This is an optimization exercise on Yosys and OpenROAD, whose aim is small area, not a production implementation.

==> flow/design.v <==
package regfile_pkg;
  function automatic integer rf_aw(input integer nreg);
    rf_aw = $clog2(nreg);
  endfunction
endpackage
module regfile_init_fsm
#(
  parameter int NREG = 32
) (
  input  logic clk,
  input  logic rst,
  output logic busy
);
  localparam int CW = $clog2(NREG) + 1;
  logic [CW-1:0] cnt_q;
  always_ff @(posedge clk or posedge rst) begin
    if (rst)       cnt_q <= '0;
    else if (busy) cnt_q <= cnt_q + CW'(1);
  end
  assign busy = !cnt_q[CW-1];
endmodule
module regfile_aoi222 (
  input  logic a1, a2, b1, b2, c1, c2,
  output logic y
);
  assign y = ~((a1 & a2) | (b1 & b2) | (c1 & c2));
endmodule
module regfile_nand4 (
  input  logic a, b, c, d,
  output logic y
);
  assign y = ~(a & b & c & d);
endmodule
module regfile_nand3 (
  input  logic a, b, c,
  output logic y
);
  assign y = ~(a & b & c);
endmodule
module regfile_or3 (
  input  logic a, b, c,
  output logic y
);
  assign y = a | b | c;
endmodule
module regfile_xor2 (
  input  logic a, b,
  output logic y
);
  assign y = a ^ b;
endmodule
module regfile_mp
#(
  parameter int XLEN     = 32,
  parameter int NREG     = 32,
  parameter int NRD      = 2,
  parameter int NWR      = 1,
  parameter int ZERO_REG = 1
) (
  input  logic                          clk,
  input  logic                          rst,
  input  logic [NWR-1:0]                wen,
  input  logic [NWR*$clog2(NREG)-1:0]   waddr,
  input  logic [NWR*XLEN-1:0]           wdata,
  input  logic [NRD*$clog2(NREG)-1:0]   raddr,
  output logic [NRD*XLEN-1:0]           rdata,
  output logic                          init_busy
);
  localparam int AW = regfile_pkg::rf_aw(NREG);
  localparam int E0 = (ZERO_REG != 0) ? 1 : 0;    
  localparam int NS = NREG - E0;                  
  localparam int NIN = NS + 2;                    
  localparam int NG = (NIN + 2) / 3;              
  logic busy;
  logic par_q;
  regfile_init_fsm #(
    .NREG (NREG)
  ) u_init (
    .clk  (clk),
    .rst  (rst),
    .busy (busy)
  );
  assign init_busy = busy;
  always_ff @(posedge clk or posedge rst) begin
    if (rst) par_q <= 1'b0;
    else      par_q <= !par_q;
  end
  logic [AW-1:0] wa0, wa1;
  assign wa0 = waddr[0 +: AW];
  assign wa1 = waddr[AW +: AW];
  logic [XLEN-1:0] wx0, wx1;
  assign wx0 = wdata[0 +: XLEN] ^ {XLEN{par_q}};
  assign wx1 = (wdata[XLEN +: XLEN] & {XLEN{!busy}}) ^ {XLEN{par_q}};
  logic [NREG-1:0] m0, m1, hold, we0, we1;
  always_comb begin
    m0 = '0; m1 = '0; hold = '0; we0 = '0; we1 = '0;
    for (int e = E0; e < NREG; e++) begin
      m0[e]   = wen[0] && wa0 == AW'(e);
      m1[e]   = wen[1] && wa1 == AW'(e);
      we1[e]  = busy || m1[e];
      we0[e]  = !busy && m0[e] && !m1[e];
      hold[e] = !busy && !m0[e] && !m1[e];
    end
  end
  logic [NREG-1:0][XLEN-1:0] mem_q;
  logic [NREG-1:0][XLEN-1:0] mem_d;
  for (genvar e = 0; e < NREG; e++) begin : g_ent
    if (e < E0) begin : g_zero
      assign mem_d[e] = '0;
      assign mem_q[e] = '0;
    end else begin : g_st
      for (genvar b = 0; b < XLEN; b++) begin : g_bit
        regfile_aoi222 u_nx (
          .a1 (hold[e]), .a2 (mem_q[e][b]),
          .b1 (we0[e]),  .b2 (wx0[b]),
          .c1 (we1[e]),  .c2 (wx1[b]),
          .y  (mem_d[e][b])
        );
      end
      always_ff @(posedge clk) begin
        mem_q[e] <= mem_d[e];
      end
    end
  end
  for (genvar j = 0; j < NRD; j++) begin : g_rd
    logic [AW-1:0] ra;
    logic          act, hit0, hit1;
    logic [NREG-1:0] sel;
    logic          pz;
    assign ra   = raddr[j*AW +: AW];
    assign act  = !busy && (ZERO_REG == 0 || ra != '0);
    assign hit1 = act && wen[1] && wa1 == ra;
    assign hit0 = act && wen[0] && wa0 == ra && !(wen[1] && wa1 == ra);
    assign pz   = par_q && act;
    always_comb begin
      sel = '0;
      for (int e = E0; e < NREG; e++)
        sel[e] = hold[e] && ra == AW'(e);
    end
    for (genvar b = 0; b < XLEN; b++) begin : g_bit
      logic [3*NG-1:0] s, d;
      logic [NG-1:0]   n;
      for (genvar k = 0; k < 3*NG; k++) begin : g_in
        if (k < NS) begin : g_m
          assign s[k] = sel[k+E0];
          assign d[k] = mem_q[k+E0][b];
        end else if (k == NS) begin : g_b0
          assign s[k] = hit0;
          assign d[k] = wx0[b];
        end else if (k == NS + 1) begin : g_b1
          assign s[k] = hit1;
          assign d[k] = wx1[b];
        end else begin : g_pad
          assign s[k] = 1'b0;
          assign d[k] = 1'b0;
        end
      end
      for (genvar g = 0; g < NG; g++) begin : g_grp
        regfile_aoi222 u_ao (
          .a1 (s[3*g]),   .a2 (d[3*g]),
          .b1 (s[3*g+1]), .b2 (d[3*g+1]),
          .c1 (s[3*g+2]), .c2 (d[3*g+2]),
          .y  (n[g])
        );
      end
      logic [2:0] t;
      logic       z;
      regfile_nand4 u_c0 (.a(n[0]), .b(n[1]), .c(n[2]),  .d(n[3]), .y(t[0]));
      regfile_nand4 u_c1 (.a(n[4]), .b(n[5]), .c(n[6]),  .d(n[7]), .y(t[1]));
      regfile_nand3 u_c2 (.a(n[8]), .b(n[9]), .c(n[10]),           .y(t[2]));
      regfile_or3   u_c3 (.a(t[0]), .b(t[1]), .c(t[2]),            .y(z));
      regfile_xor2  u_c4 (.a(z),    .b(pz),                        .y(rdata[j*XLEN + b]));
    end
  end
endmodule
module regfile_4r2w (
  input  logic          clk,
  input  logic          rst,
  input  logic [1:0]    wen,
  input  logic [9:0]    waddr,
  input  logic [63:0]   wdata,
  input  logic [19:0]   raddr,
  output logic [127:0]  rdata,
  output logic          init_busy
);
  regfile_mp #(
    .XLEN     (32),
    .NREG     (32),
    .NRD      (4),
    .NWR      (2),
    .ZERO_REG (1)
  ) u_rf (
    .clk       (clk),
    .rst       (rst),
    .wen       (wen),
    .waddr     (waddr),
    .wdata     (wdata),
    .raddr     (raddr),
    .rdata     (rdata),
    .init_busy (init_busy)
  );
endmodule
Settings: LEC_CHECK=0, CAP_MARGIN=20, CELL_PAD_IN_SITES_DETAIL_PLACEMENT=0, CELL_PAD_IN_SITES_GLOBAL_PLACEMENT=0, CORE_AREA=2.3 2.72 383.18 190.4, DIE_AREA=0 0 385.48 193.12, GPL_TIMING_DRIVEN=0, SLEW_MARGIN=20, SYNTH_HIERARCHICAL=1, SYNTH_MINIMUM_KEEP_SIZE=0; clock period 6.0 ns.
standard.sh (not shown) runs the stock make flow with config.mk's settings and CLKGATE_MAP_FILE= SYNTH_SCRIPT=/design/flow/synth_recipe.tcl, a recipe that flattens the netlist after the stock synthesis.
==> flow/flow/run.sh <==
#!/bin/bash
# The standard ORFS layout (standard.sh) with these changes:
#  - the register array is placed in bit columns by flow/place_array.tcl
#    before global placement, and released after detailed placement
#    (flow/unfix.tcl);
#  - ports are buffered with a plain buffer instead of a delay cell;
#  - CTS inserts no dummy loads.
# make's output goes to make_flow.log; each ORFS step logs to orfs/logs.
set -euo pipefail
F=$(pwd)/flow
export PRE_GLOBAL_PLACE_SKIP_IO_TCL=$F/place_array.tcl
export POST_DETAIL_PLACE_TCL=$F/unfix.tcl
export ARRAY_COL_SITES=24
export ARRAY_CHAN_SITES=60
export BUFFER_PORTS_ARGS="-buffer_cell sky130_fd_sc_hd__buf_2"
export CTS_ARGS="-sink_clustering_enable -repair_clock_nets -dont_use_dummy_load"
bash standard.sh > make_flow.log 2>&1
==> flow/flow/place_array.tcl <==
# Structured placement of the register array, run before the first global
# placement. Every stored bit, the and-or-invert cells of the read ports and
# the read combine gates are placed in bit columns: bit b's cells sit in a
# vertical strip, entry k's flip-flop in row pair k, each read group next to
# the entries it selects, and the combine gates below. The cells are placed
# legally and marked FIRM so that global placement puts the remaining logic
# (decoders, write-data encoders, port buffers) around them; unfix.tcl
# releases them after detailed placement.
#
# Layout (rows counted from the top of the core):
#   row 0                 spare
#   rows 1 .. 2*NE        entry rows (entry k in rows 1+2k and 2+2k)
#   rows 2*NE+1 ..        read combine rows
# Columns: 16 bit columns, a channel for the decoders, 16 bit columns.

set NB 32
set NE 31
set NJ 4
set CW $::env(ARRAY_COL_SITES)
set CH $::env(ARRAY_CHAN_SITES)

set block [ord::get_db_block]
set rows [lsort -command {apply {{a b} {
  expr {[lindex [$b getOrigin] 1] - [lindex [$a getOrigin] 1]}
}}} [$block getRows]]
set nrows [llength $rows]
set r0 [lindex $rows 0]
set sitew [[$r0 getSite] getWidth]
set x0 [lindex [$r0 getOrigin] 0]
set nsites [$r0 getSiteCount]
puts "place_array: $nrows rows, $nsites sites per row, column $CW sites, channel $CH sites"

# Occupancy of each row: a string of 0 (free) and 1 (taken).
set occ {}
foreach r $rows { lappend occ [string repeat 0 [$r getSiteCount]] }
proc row_of_y {y} {
  global rows
  set i 0
  foreach r $rows {
    if {[lindex [$r getOrigin] 1] == $y} { return $i }
    incr i
  }
  return -1
}
foreach inst [$block getInsts] {
  set st [$inst getPlacementStatus]
  if {$st ne "FIRM" && $st ne "LOCKED" && $st ne "COVER"} continue
  set loc [$inst getLocation]
  set ri [row_of_y [lindex $loc 1]]
  if {$ri < 0} continue
  set s [expr {([lindex $loc 0] - $x0) / $sitew}]
  set w [expr {[[$inst getMaster] getWidth] / $sitew}]
  set o [lindex $occ $ri]
  lset occ $ri [string replace $o $s [expr {$s + $w - 1}] [string repeat 1 $w]]
}

proc col_start {b} {
  global CW CH NB
  set h [expr {$NB / 2}]
  if {$b < $h} { return [expr {$b * $CW}] }
  return [expr {$h * $CW + $CH + ($b - $h) * $CW}]
}

# Place inst in column b, as near row want as possible (rows lo..hi).
proc put {inst b want lo hi} {
  global occ rows sitew x0 CW
  set w [expr {[[$inst getMaster] getWidth] / $sitew}]
  set xs [col_start $b]
  set xe [expr {$xs + $CW}]
  set pat [string repeat 0 $w]
  for {set d 0} {$d <= $hi - $lo} {incr d} {
    foreach ri [list [expr {$want + $d}] [expr {$want - $d}]] {
      if {$ri < $lo || $ri > $hi} continue
      if {$d == 0 && $ri != $want} continue
      set o [lindex $occ $ri]
      set s [string first $pat $o $xs]
      if {$s < 0 || $s + $w > $xe} continue
      set r [lindex $rows $ri]
      lset occ $ri [string replace $o $s [expr {$s + $w - 1}] [string repeat 1 $w]]
      $inst setOrient [$r getOrient]
      $inst setLocation [expr {$x0 + $s * $sitew}] [lindex [$r getOrigin] 1]
      $inst setPlacementStatus FIRM
      return 1
    }
  }
  puts "place_array: no room for [$inst getName] in column $b near row $want"
  return 0
}

proc out_net {inst} {
  foreach it [$inst getITerms] {
    if {[$it isOutputSignal] && [$it getNet] ne "NULL"} { return [[$it getNet] getName] }
  }
  return ""
}

# Classify the cells.
set flops {}
set saoi {}
set raoi {}
set comb {}
set done [dict create]
foreach inst [$block getInsts] {
  set name [$inst getName]
  set net [out_net $inst]
  if {[regexp {mem_q\\\[(\d+)\\\]} $name -> n]} {
    lappend flops [list [expr {$n / $NB}] [expr {$n % $NB}] $inst]
  } elseif {[regexp {g_ent\\\[(\d+)\\\]\.g_st\.g_bit\\\[(\d+)\\\]\.u_nx\.y$} $net -> e b]} {
    lappend saoi [list $e $b $inst]
  } elseif {[regexp {g_rd\\\[(\d+)\\\]\.g_bit\\\[(\d+)\\\]\.g_grp\\\[(\d+)\\\]\.u_ao\.y$} $net -> j b g]} {
    lappend raoi [list $j $b $g $inst]
  } elseif {[regexp {g_rd\\\[(\d+)\\\]\.g_bit\\\[(\d+)\\\]\.(?:u_c|t\\\[)(\d)(?:\.y|\\\])$} $net -> j b c]} {
    lappend comb [list $j $b $c $inst]
    dict set done $name 1
  }
}
# The final xor of each read bit is the load of its or3.
foreach inst [$block getInsts] {
  if {[dict exists $done [$inst getName]]} continue
  foreach it [$inst getITerms] {
    if {![$it isInputSignal]} continue
    set n [$it getNet]
    if {$n eq "NULL"} continue
    if {[regexp {g_rd\\\[(\d+)\\\]\.g_bit\\\[(\d+)\\\]\.u_c3\.y$} [$n getName] -> j b]} {
      lappend comb [list $j $b 4 $inst]
      break
    }
  }
}
puts "place_array: [llength $flops] flops, [llength $saoi] storage aoi, [llength $raoi] read aoi, [llength $comb] combine"

set top 1
set ebot [expr {$top + 2 * $NE - 1}]
set cbot [expr {$nrows - 1}]

# Stored bits: flop and its next-state gate side by side.
set fl [dict create]
foreach f $flops { dict set fl [lindex $f 0],[lindex $f 1] [lindex $f 2] }
set sa [dict create]
foreach f $saoi { dict set sa [lindex $f 0],[lindex $f 1] [lindex $f 2] }
for {set e 1} {$e <= $NE} {incr e} {
  set row [expr {$top + 2 * ($e - 1)}]
  for {set b 0} {$b < $NB} {incr b} {
    put [dict get $fl $e,$b] $b $row $top $ebot
    put [dict get $sa $e,$b] $b $row $top $ebot
  }
}
# Read groups: group g selects entries 3g+1 .. 3g+3.
foreach f [lsort -integer -index 2 $raoi] {
  lassign $f j b g inst
  set want [expr {$top + 6 * $g + 1 + $j}]
  if {$want > $ebot} { set want $ebot }
  put $inst $b $want $top $ebot
}
# Combine: c0..c2 merge groups 0-3, 4-7, 8-10; c3, c4 below the entries.
foreach f [lsort -integer -index 2 $comb] {
  lassign $f j b c inst
  switch $c {
    0 { put $inst $b [expr {$top + 11}] $top $ebot }
    1 { put $inst $b [expr {$top + 35}] $top $ebot }
    2 { put $inst $b [expr {$top + 55}] $top $ebot }
    default { put $inst $b [expr {$ebot + 1}] [expr {$ebot + 1}] $cbot }
  }
}
Other scripts of this flow, unchanged in this note and not shown: flow/flow/unfix.tcl
The starting point died in global placement without I/O (3_1_place_gp_skip_io).
Rerun with:
--- a/flow/flow/place_array.tcl
+++ b/flow/flow/place_array.tcl
@@ -14,2 +14,6 @@
 # Columns: 16 bit columns, a channel for the decoders, 16 bit columns.
+
+# ORFS sources this file inside a procedure; the procedures below share
+# these variables as globals.
+global NB NE NJ CW CH rows sitew x0 occ
 
=> The new run never finished: it broke off in global placement (3_3_place_gp), error GPL-0305. Area after synthesis stays the same. Synthesized cell count stays the same.
Rerun with:
--- a/flow/config.mk
+++ b/flow/config.mk
@@ -12,3 +12,5 @@
 export DIE_AREA = 0 0 385.48 193.12
+export GPL_ROUTABILITY_DRIVEN = 0
 export GPL_TIMING_DRIVEN = 0
+export PLACE_DENSITY = 0.95
 export SLEW_MARGIN = 20
- The changed run stopped in global routing (5_1_grt), error GRT-0116
- area after synthesis stays the same
- synthesized cell count stays the same
Rerun with:
--- a/flow/flow/run.sh
+++ b/flow/flow/run.sh
@@ -12,4 +12,5 @@
 export POST_DETAIL_PLACE_TCL=$F/unfix.tcl
-export ARRAY_COL_SITES=24
-export ARRAY_CHAN_SITES=60
+export ARRAY_COL_SITES=${ARRAY_COL_SITES:-32}
+export ARRAY_CHAN_SITES=${ARRAY_CHAN_SITES:-80}
+export ARRAY_ROWS_PER_ENTRY=${ARRAY_ROWS_PER_ENTRY:-3}
 export BUFFER_PORTS_ARGS="-buffer_cell sky130_fd_sc_hd__buf_2"
--- a/flow/flow/place_array.tcl
+++ b/flow/flow/place_array.tcl
@@ -11,3 +11,3 @@
 #   row 0                 spare
-#   rows 1 .. 2*NE        entry rows (entry k in rows 1+2k and 2+2k)
+#   rows 1 .. RPE*NE      entry rows (entry k from row 1+RPE*k)
 #   rows 2*NE+1 ..        read combine rows
@@ -17,3 +17,3 @@
 # these variables as globals.
-global NB NE NJ CW CH rows sitew x0 occ
+global NB NE NJ CW CH RPE rows sitew x0 occ
 
@@ -24,2 +24,3 @@
 set CH $::env(ARRAY_CHAN_SITES)
+set RPE $::env(ARRAY_ROWS_PER_ENTRY)
 
@@ -135,5 +136,11 @@
 
+# Row of entry position k (0 .. NE-1, fractional in between).
+proc erow {k} {
+  global RPE
+  return [expr {1 + int(floor($k * $RPE))}]
+}
 set top 1
-set ebot [expr {$top + 2 * $NE - 1}]
+set ebot [expr {[erow $NE] - 1}]
 set cbot [expr {$nrows - 1}]
+puts "place_array: entry rows $top .. $ebot, combine rows [expr {$ebot + 1}] .. $cbot"
 
@@ -145,3 +152,3 @@
 for {set e 1} {$e <= $NE} {incr e} {
-  set row [expr {$top + 2 * ($e - 1)}]
+  set row [erow [expr {$e - 1}]]
   for {set b 0} {$b < $NB} {incr b} {
@@ -151,6 +158,7 @@
 }
-# Read groups: group g selects entries 3g+1 .. 3g+3.
+# Read groups: group g selects entries 3g+1 .. 3g+3; port j's cell goes
+# to a different row of the group's span.
 foreach f [lsort -integer -index 2 $raoi] {
   lassign $f j b g inst
-  set want [expr {$top + 6 * $g + 1 + $j}]
+  set want [erow [expr {3 * $g + 0.5 + 0.6 * $j}]]
   if {$want > $ebot} { set want $ebot }
@@ -162,5 +170,5 @@
   switch $c {
-    0 { put $inst $b [expr {$top + 11}] $top $ebot }
-    1 { put $inst $b [expr {$top + 35}] $top $ebot }
-    2 { put $inst $b [expr {$top + 55}] $top $ebot }
+    0 { put $inst $b [erow 6] $top $ebot }
+    1 { put $inst $b [erow 18] $top $ebot }
+    2 { put $inst $b [erow 27.5] $top $ebot }
     default { put $inst $b [expr {$ebot + 1}] [expr {$ebot + 1}] $cbot }
--- a/flow/config.mk
+++ b/flow/config.mk
@@ -10,4 +10,4 @@
 export CELL_PAD_IN_SITES_GLOBAL_PLACEMENT = 0
-export CORE_AREA = 2.3 2.72 383.18 190.4
-export DIE_AREA = 0 0 385.48 193.12
+export CORE_AREA = 2.3 2.72 510.14 269.28
+export DIE_AREA = 0 0 512.44 272.0
 export GPL_ROUTABILITY_DRIVEN = 0
- The new run never finished: it broke off in global routing (5_1_grt)
- synthesized area is unchanged
- synthesized cell count stays the same
No functional check of the RTL was part of any run of this note.
